From an optimization exercise on the open Yosys and OpenROAD flow, aimed at small area; shortcuts taken in it are not production practice. Only simulation tests tie the RTL to the original design; equivalence was not proved. Power figures rest on the tool's default switching activity, not on a simulated workload.

==> run.sh <==
#!/bin/bash
# synth_recipe.tcl (not shown) runs the flow's synth.tcl, then flattens the netlist and writes it again
# the make line also repeats each setting of config.mk as NAME=value (left out here)
make -C /OpenROAD-flow-scripts/flow DESIGN_CONFIG=/design/flow/config.mk WORK_HOME=/design/flow/orfs CLKGATE_MAP_FILE= SYNTH_SCRIPT=/design/flow/synth_recipe.tcl finish
==> config.mk <==
export PLATFORM = sky130hd
export DESIGN_NAME = map
export DESIGN_NICKNAME = map
export VERILOG_FILES = /design/flow/design.v
export SDC_FILE = /design/flow/constraint.sdc
export NUM_CORES = 4
export LEC_CHECK = 0
export CAP_MARGIN = 20
export CORE_MARGIN = 2
export CORE_UTILIZATION = 40
export SLEW_MARGIN = 20
==> constraint.sdc <==
create_clock -name core_clock -period 100.0 [get_ports {clk}]
set_input_delay 20.0000 -clock core_clock [delete_from_list [all_inputs] [get_ports {clk}]]
set_output_delay 20.0000 -clock core_clock [all_outputs]
set_load 0.01 [all_outputs]
==> design.v <==
`default_nettype none
package map_pkg;
    localparam int screen_width = 640;
    localparam int upper_bound  = 20;
    localparam int lower_bound  = 460;
    localparam int scroll_speed = 4;
    localparam int min_width  = 20;
    localparam int max_width  = 80;
    localparam int min_height = 20;
    localparam int max_height = 150;
    localparam int min_gap    = 80;
    localparam int max_gap    = 180;
    localparam int delete_margin = -100;
    localparam int offscreen_x = 700;
    localparam int offscreen_y = 500;
    localparam int spawn_reload = screen_width + min_gap;
    localparam logic [1:0] mode_idle = 2'd0;
    localparam logic [1:0] mode_run  = 2'd1;
    localparam int shape_bits = 32;
    localparam int slot_bits  = 37;
    localparam int box_bits   = 38;
endpackage
`default_nettype wire
`timescale 1ns/100ps
`default_nettype none
module obstacle_generator #(
    parameter logic [31:0] lfsr_seed = 32'h1
) (
    input  wire         clk,
    input  wire         rst_n,
    output logic [31:0] shape
);
    localparam logic [31:0] lfsr_taps = 32'h8020_0003;
    localparam int width_span  = map_pkg::max_width - map_pkg::min_width + 1;
    localparam int height_span = map_pkg::max_height - map_pkg::min_height + 1;
    localparam int gap_span    = map_pkg::max_gap - map_pkg::min_gap + 1;
    logic [31:0] lfsr;
    always_ff @(posedge clk or negedge rst_n) begin
        if (!rst_n) begin
            lfsr <= lfsr_seed;
        end else if (lfsr[0]) begin
            lfsr <= {1'b0, lfsr[31:1]} ^ lfsr_taps;
        end else begin
            lfsr <= {1'b0, lfsr[31:1]};
        end
    end
    integer h;
    integer free_span;
    integer w;
    integer y;
    integer g;
    always_comb begin
        h = map_pkg::min_height + {24'd0, lfsr[15:8]} % height_span;
        free_span = map_pkg::lower_bound - h - map_pkg::upper_bound + 1;
        w = map_pkg::min_width + {24'd0, lfsr[7:0]} % width_span;
        y = map_pkg::upper_bound + {23'd0, lfsr[31:23]} % free_span;
        g = map_pkg::min_gap + {24'd0, lfsr[23:16]} % gap_span;
        shape = {w[6:0], h[7:0], y[8:0], g[7:0]};
    end
endmodule
`default_nettype wire
`timescale 1ns/100ps
`default_nettype none
module obstacle_field #(
    parameter int num_obstacles = 10,
    parameter int score_limit   = 9999
) (
    input  wire                         clk,
    input  wire                         rst_n,
    input  wire  [1:0]                  mode,
    input  wire  [31:0]                 shape,
    output logic [num_obstacles*37-1:0] slots,
    output logic [13:0]                 score
);
    localparam int park_x = map_pkg::screen_width + 100;
    localparam logic [36:0] slot_reset = {1'b0, 12'(park_x), 9'd0, 7'd0, 8'd0};
    logic        [num_obstacles*37-1:0] slots_next;
    logic signed [11:0]                 spawn_x;
    logic signed [11:0]                 spawn_x_next;
    logic        [13:0]                 score_next;
    integer      deleted;
    logic        spawned;
    logic signed [11:0] slot_x;
    logic signed [11:0] right_edge;
    always_comb begin
        slots_next   = slots;
        spawn_x_next = spawn_x;
        score_next   = score;
        deleted      = 0;
        spawned      = 1'b0;
        slot_x       = '0;
        right_edge   = '0;
        case (mode)
            map_pkg::mode_idle: begin
                for (int i = 0; i < num_obstacles; i++) begin
                    slots_next[i*37+36]      = 1'b0;
                    slots_next[i*37+24 +: 12] = 12'(park_x);
                end
                spawn_x_next = 12'(map_pkg::spawn_reload);
                score_next   = '0;
            end
            map_pkg::mode_run: begin
                for (int i = 0; i < num_obstacles; i++) begin
                    if (slots[i*37+36]) begin
                        slot_x     = slots[i*37+24 +: 12];
                        right_edge = slot_x + $signed({5'b0, slots[i*37+8 +: 7]});
                        slots_next[i*37+24 +: 12] = slot_x - 12'(map_pkg::scroll_speed);
                        if (right_edge < map_pkg::delete_margin) begin
                            slots_next[i*37+36] = 1'b0;
                            deleted = deleted + 1;
                        end
                    end
                end
                spawn_x_next = spawn_x - 12'(map_pkg::scroll_speed);
                if (spawn_x <= map_pkg::screen_width) begin
                    for (int i = 0; i < num_obstacles; i++) begin
                        if (!slots[i*37+36] && !spawned) begin
                            spawned                    = 1'b1;
                            slots_next[i*37+36]        = 1'b1;
                            slots_next[i*37+24 +: 12]  = 12'(map_pkg::screen_width);
                            slots_next[i*37+15 +: 9]   = shape[16:8];
                            slots_next[i*37+8 +: 7]    = shape[31:25];
                            slots_next[i*37 +: 8]      = shape[24:17];
                            spawn_x_next = 12'(map_pkg::screen_width + {24'd0, shape[7:0]});
                        end
                    end
                end
                if ({18'd0, score} + deleted > score_limit) begin
                    score_next = 14'(score_limit);
                end else begin
                    score_next = 14'({18'd0, score} + deleted);
                end
            end
            default: ;
        endcase
    end
    always_ff @(posedge clk or negedge rst_n) begin
        if (!rst_n) begin
            slots   <= {num_obstacles{slot_reset}};
            spawn_x <= 12'(map_pkg::spawn_reload);
            score   <= '0;
        end else begin
            slots   <= slots_next;
            spawn_x <= spawn_x_next;
            score   <= score_next;
        end
    end
endmodule
`default_nettype wire
`timescale 1ns/100ps
`default_nettype none
module screen_clip #(
    parameter int num_obstacles = 10
) (
    input  wire                        clk,
    input  wire                        rst_n,
    input  wire  [num_obstacles*37-1:0] slots,
    output logic [num_obstacles*38-1:0] boxes
);
    localparam logic [37:0] sentinel = {
        10'(map_pkg::offscreen_x),
        10'(map_pkg::offscreen_x),
        9'(map_pkg::offscreen_y),
        9'(map_pkg::offscreen_y)
    };
    always_ff @(posedge clk or negedge rst_n) begin
        if (!rst_n) begin
            boxes <= {num_obstacles{sentinel}};
        end else begin
            for (int i = 0; i < num_obstacles; i++) begin
                if (slots[i*37+36] && $signed(slots[i*37+24 +: 12]) >= 0 &&
                    $signed(slots[i*37+24 +: 12]) < map_pkg::screen_width) begin
                    boxes[i*38+28 +: 10] <= slots[i*37+24 +: 10];
                    boxes[i*38+18 +: 10] <= slots[i*37+24 +: 10] + {3'b0, slots[i*37+8 +: 7]};
                    boxes[i*38+9 +: 9]   <= slots[i*37+15 +: 9];
                    boxes[i*38 +: 9]     <= slots[i*37+15 +: 9] + {1'b0, slots[i*37 +: 8]};
                end else begin
                    boxes[i*38 +: 38] <= sentinel;
                end
            end
        end
    end
endmodule
`default_nettype wire
`timescale 1ns/100ps
`default_nettype none
module map #(
    parameter int          num_obstacles = 10,
    parameter int          score_limit   = 9999,
    parameter logic [31:0] lfsr_seed     = 32'h1
) (
    input  wire                         clk,
    input  wire                         rst_n,
    input  wire  [1:0]                  mode,
    output logic [num_obstacles*38-1:0] boxes,
    output logic [13:0]                 score
);
    logic [31:0]                 shape;
    logic [num_obstacles*37-1:0] slots;
    obstacle_generator #(
        .lfsr_seed (lfsr_seed)
    ) u_generator (
        .clk   (clk),
        .rst_n (rst_n),
        .shape (shape)
    );
    obstacle_field #(
        .num_obstacles (num_obstacles),
        .score_limit   (score_limit)
    ) u_field (
        .clk   (clk),
        .rst_n (rst_n),
        .mode  (mode),
        .shape (shape),
        .slots (slots),
        .score (score)
    );
    screen_clip #(
        .num_obstacles (num_obstacles)
    ) u_clip (
        .clk   (clk),
        .rst_n (rst_n),
        .slots (slots),
        .boxes (boxes)
    );
endmodule
`default_nettype wire
==> results.txt <==
## worst paths after layout
kind | start | end | depth (start not counted)
max | u_generator.lfsr[9] | u_field.slots[60] | 307
max in group asynchronous | rst_n | u_field.slots[96] | 4
min in group asynchronous | rst_n | u_field.slots[230] | 1
min | u_generator.lfsr[28] | u_generator.lfsr[27] | 0
min reg2reg | u_generator.lfsr[28] | u_generator.lfsr[27] | 0
max reg2reg | u_generator.lfsr[9] | u_field.slots[60] | 307
## layout make-up
type	count	area share
Sequential cell	768	0.264
Timing Repair Buffer	494	0.0633
Antenna cell	1	0.0000337
Clock inverter	43	0.00794
Multi-Input combinational cell	6394	0.583
Inverter	283	0.0143
Clock buffer	109	0.0307
Tap cell	2160	0.0364
## logic make-up after synthesis
kind of cell	count (synthesis)	synth area share
buffers and inverters	575	0.0353
XOR/XNOR	500	0.0688
other	2	0.000116
AND/OR/NAND/NOR	2713	0.202
multiplexers	157	0.0267
AO/OA/AOI/OAI	2203	0.220
flip-flops	768	0.303
adder cells (fa/ha/maj)	735	0.144
## per-layer routing
| layer | GRT usage | vias to the layer above | wire, um |
|---|---|---|---|
| met5 | 0 | - | 9 |
| met4 | 0.105 | 2 | 9340 |
| met3 | 0.0250 | 375 | 12500 |
| met2 | 0.430 | 1903 | 101000 |
| met1 | 0.376 | 28500 | 104000 |
| li1 | - | 28100 | - |
## power by group through the flow
stage | combinational, mW | clock (mW) | sequential (mW)
after detailed placement | 0.0388 | 0 | 0.326
after global placement | 0.0379 | 0 | 0.326
final | 0.0390 | 0.325 | 0.321
after global routing | 0.0447 | 0.345 | 0.321
after floorplan | 0.0245 | 0 | 0.324
after CTS | 0.0390 | 0.333 | 0.321
## registers in the layout, summed over array words and instances (netlist names)
| signal | flops |
|---|---|
| u_field.slots | 350 |
| u_clip.boxes | 360 |
| u_field.spawn_x | 12 |
| u_generator.lfsr | 32 |
| u_field.score | 14 |
## cells in the final DEF, fill, tap and decap left out, types with 114 or more instances in the layout
cell type and count:
o21a_1 153, and2_1 131, dfstp_2 295, a21o_1 225, o21ai_0 574, nand3_1 126
ha_1 722, dfrtp_1 473, inv_1 280, buf_4 114, clkdlybuf4s50_1 374, nor2_1 581
nand2b_1 189, nor3_1 212, xor2_1 186, a21oi_1 507, xnor2_1 292, nand2_1 936
## stage by stage
stage	worst slack [ns]	power (mW)	cells	area [sq um]
after global placement	19.77	0.364	10100	71300
after floorplan	27.36	0.349	7737	64900
after CTS	17.88	0.692	10300	74200
after detailed placement	18.24	0.365	10100	71300
after global routing	9.77	0.711	10300	74200
final	16.23	0.684	10300	74200
==> impl_metrics.yaml <==
status:
  outcome: "no timing/DRC/antenna violations"
synth:
  synth_top_cell_by_area: "dfrtp_1"
  synth_area_per_cell_sq_um: 8.43
  synth_edf_count: 0
  synth-seq-area-share: 0.303
  synth_seq_cells: 768
  yosysWarnings: 3
  synth_ff_type: "dfrtp_1"
  syn-cell-area_sq_mm: 0.0646
  synth.distinct_cells: 121
  post-synth-top-count-cell: "nand2_1"
  synth_top_area_frac: 0.183
  synthTopCellsByCount: "nand2_1, ha_1, nor2_1, o21ai_0, a21oi_1"
  syn_inst: 7653
  synthTopCellsByArea: "dfrtp_1, ha_1, dfstp_2"
  synthArstFlopShare: 1.00
clocking:
  cts-resized-gates: 0
  clk_path_buf_depth: 3
  h-tree-depth: 3
  path_clk_slew_ns: 0.06
  cts_buffers: 81
  cts_tree: "built"
  clk_latency_ns: 0.69
  cts_setup_buffers: 0
  holdBufCountCts: 0
  clock_tree.root_cell: "clkbuf_16"
  clkSinkCount: 768
place:
  gp_congestion: 0.966
  place_hpwl_mm: 173
  numPortBuffers: 377
layout:
  postLayoutCoreUtil: 0.463
  multi_input_area_sq_mm: 0.0433
  area_growth_pct: 15.0
  fill_cells: 15700
  final_nets: 8760
  drive_gt1_frac: 0.107
  seq_area_sq_mm: 0.0196
min_path:
  hold_class: "reg -> reg"
worst_setup_path:
  cpMostUsedCell: "a21oi_1"
  crit_fanout: 46
  crit_family: "compound AO/OA/AOI/OAI gates"
  cp.required_ns: 100.52
  endpoint_kind: "flip-flop"
  startpoint_type: "flip-flop"
  cp_data_arrival_time_ns: 84.29
  slowest_stage: "ha_1"
  rrSetupSlack_ns: 16.23
  path_buf_inv: 28
  path_class: "reg -> reg"
  max_stage_delay_ns: 0.96
sta:
  min_period_over_period: 0.838
  period_minus_slack_ns: 83.77
  rsz0062_at_grt: "no"
  setup_viol: 0
  finalSetupTns_ns: 0
  clock-skew-final_ns: 0.0427
  tightest_slew_ns: 1.09
  fmax_mhz: 11.9
  slew_headroom: 0.274
  finalHoldViolations: 0
  slew_violations: 0
  holdWs_ns: 0.442
pwr:
  leakage_nw: 34.4
  switchingPower_uw: 166
  vdd_drop_max_v: 0.0000115
  p_seq_frac: 0.469
  sw_frac_of_total: 0.243
  pwr-share-comb: 0.057
  intPower_uw: 518
  power_density_mw_per_mm2: 9.22
  clock_power_share: 0.474
floorplanning:
  die_x_um: 406
  core_area_sq_mm: 0.160
  pin_count: 398
  fp.dieArea_sq_mm: 0.165
  initial_core_util: 0.402
  row_count: 147
  fp.dieH_um: 406
route:
  drt_iter0_markers: 5036
  num_vias: 58900
  wl_mm: 227
  dr.pass1.iters: 7
  drc: 0
  via_per_inst: 5.74
  antenna_left: 0
  wl_per_cell_um: 22.1
global_routing:
  grt_pass1_wl_mm: 344
  antenna_found_initial: 5
  track_usage: 0.270
  first_global_vias: 56700
  grt-ovfl-total: 0
  grt_max_degree: 188
job:
  maxCapViolCount: 0

[static timing again, ports no longer ideal]
The flow's constraints put no driver on any port. The routed layout listed below was extracted and timed again, unchanged, in two steps. Step 1 (the two cells are an assumption about what drives the block):
set clk [get_ports {clk}]
set_driving_cell -lib_cell sky130_fd_sc_hd__clkbuf_16 $clk
set_driving_cell -lib_cell sky130_fd_sc_hd__buf_2 [delete_from_list [all_inputs] $clk]
Step 2, shift: input delay + t, output delay - t, t = (earliest + latest rising clock arrival at the registers) / 2. This alone moves slack from input paths to output paths. Slacks: no drivers / after step 1 / after step 2; pairs: no drivers / after step 1.
t (ns): 0.746
setup slack, ns: 16.229 / 16.229 / 16.229
worst hold slack (ns): 0.442 / 0.442 / 0.442
worst register clock-pin slew, ns: 0.07 / 0.07
pins driven straight from the clock port: 1
After both steps this run still meets setup and hold. The setup slack of this run moves by 0.000 ns with the drivers and by 0.000 ns with both steps.
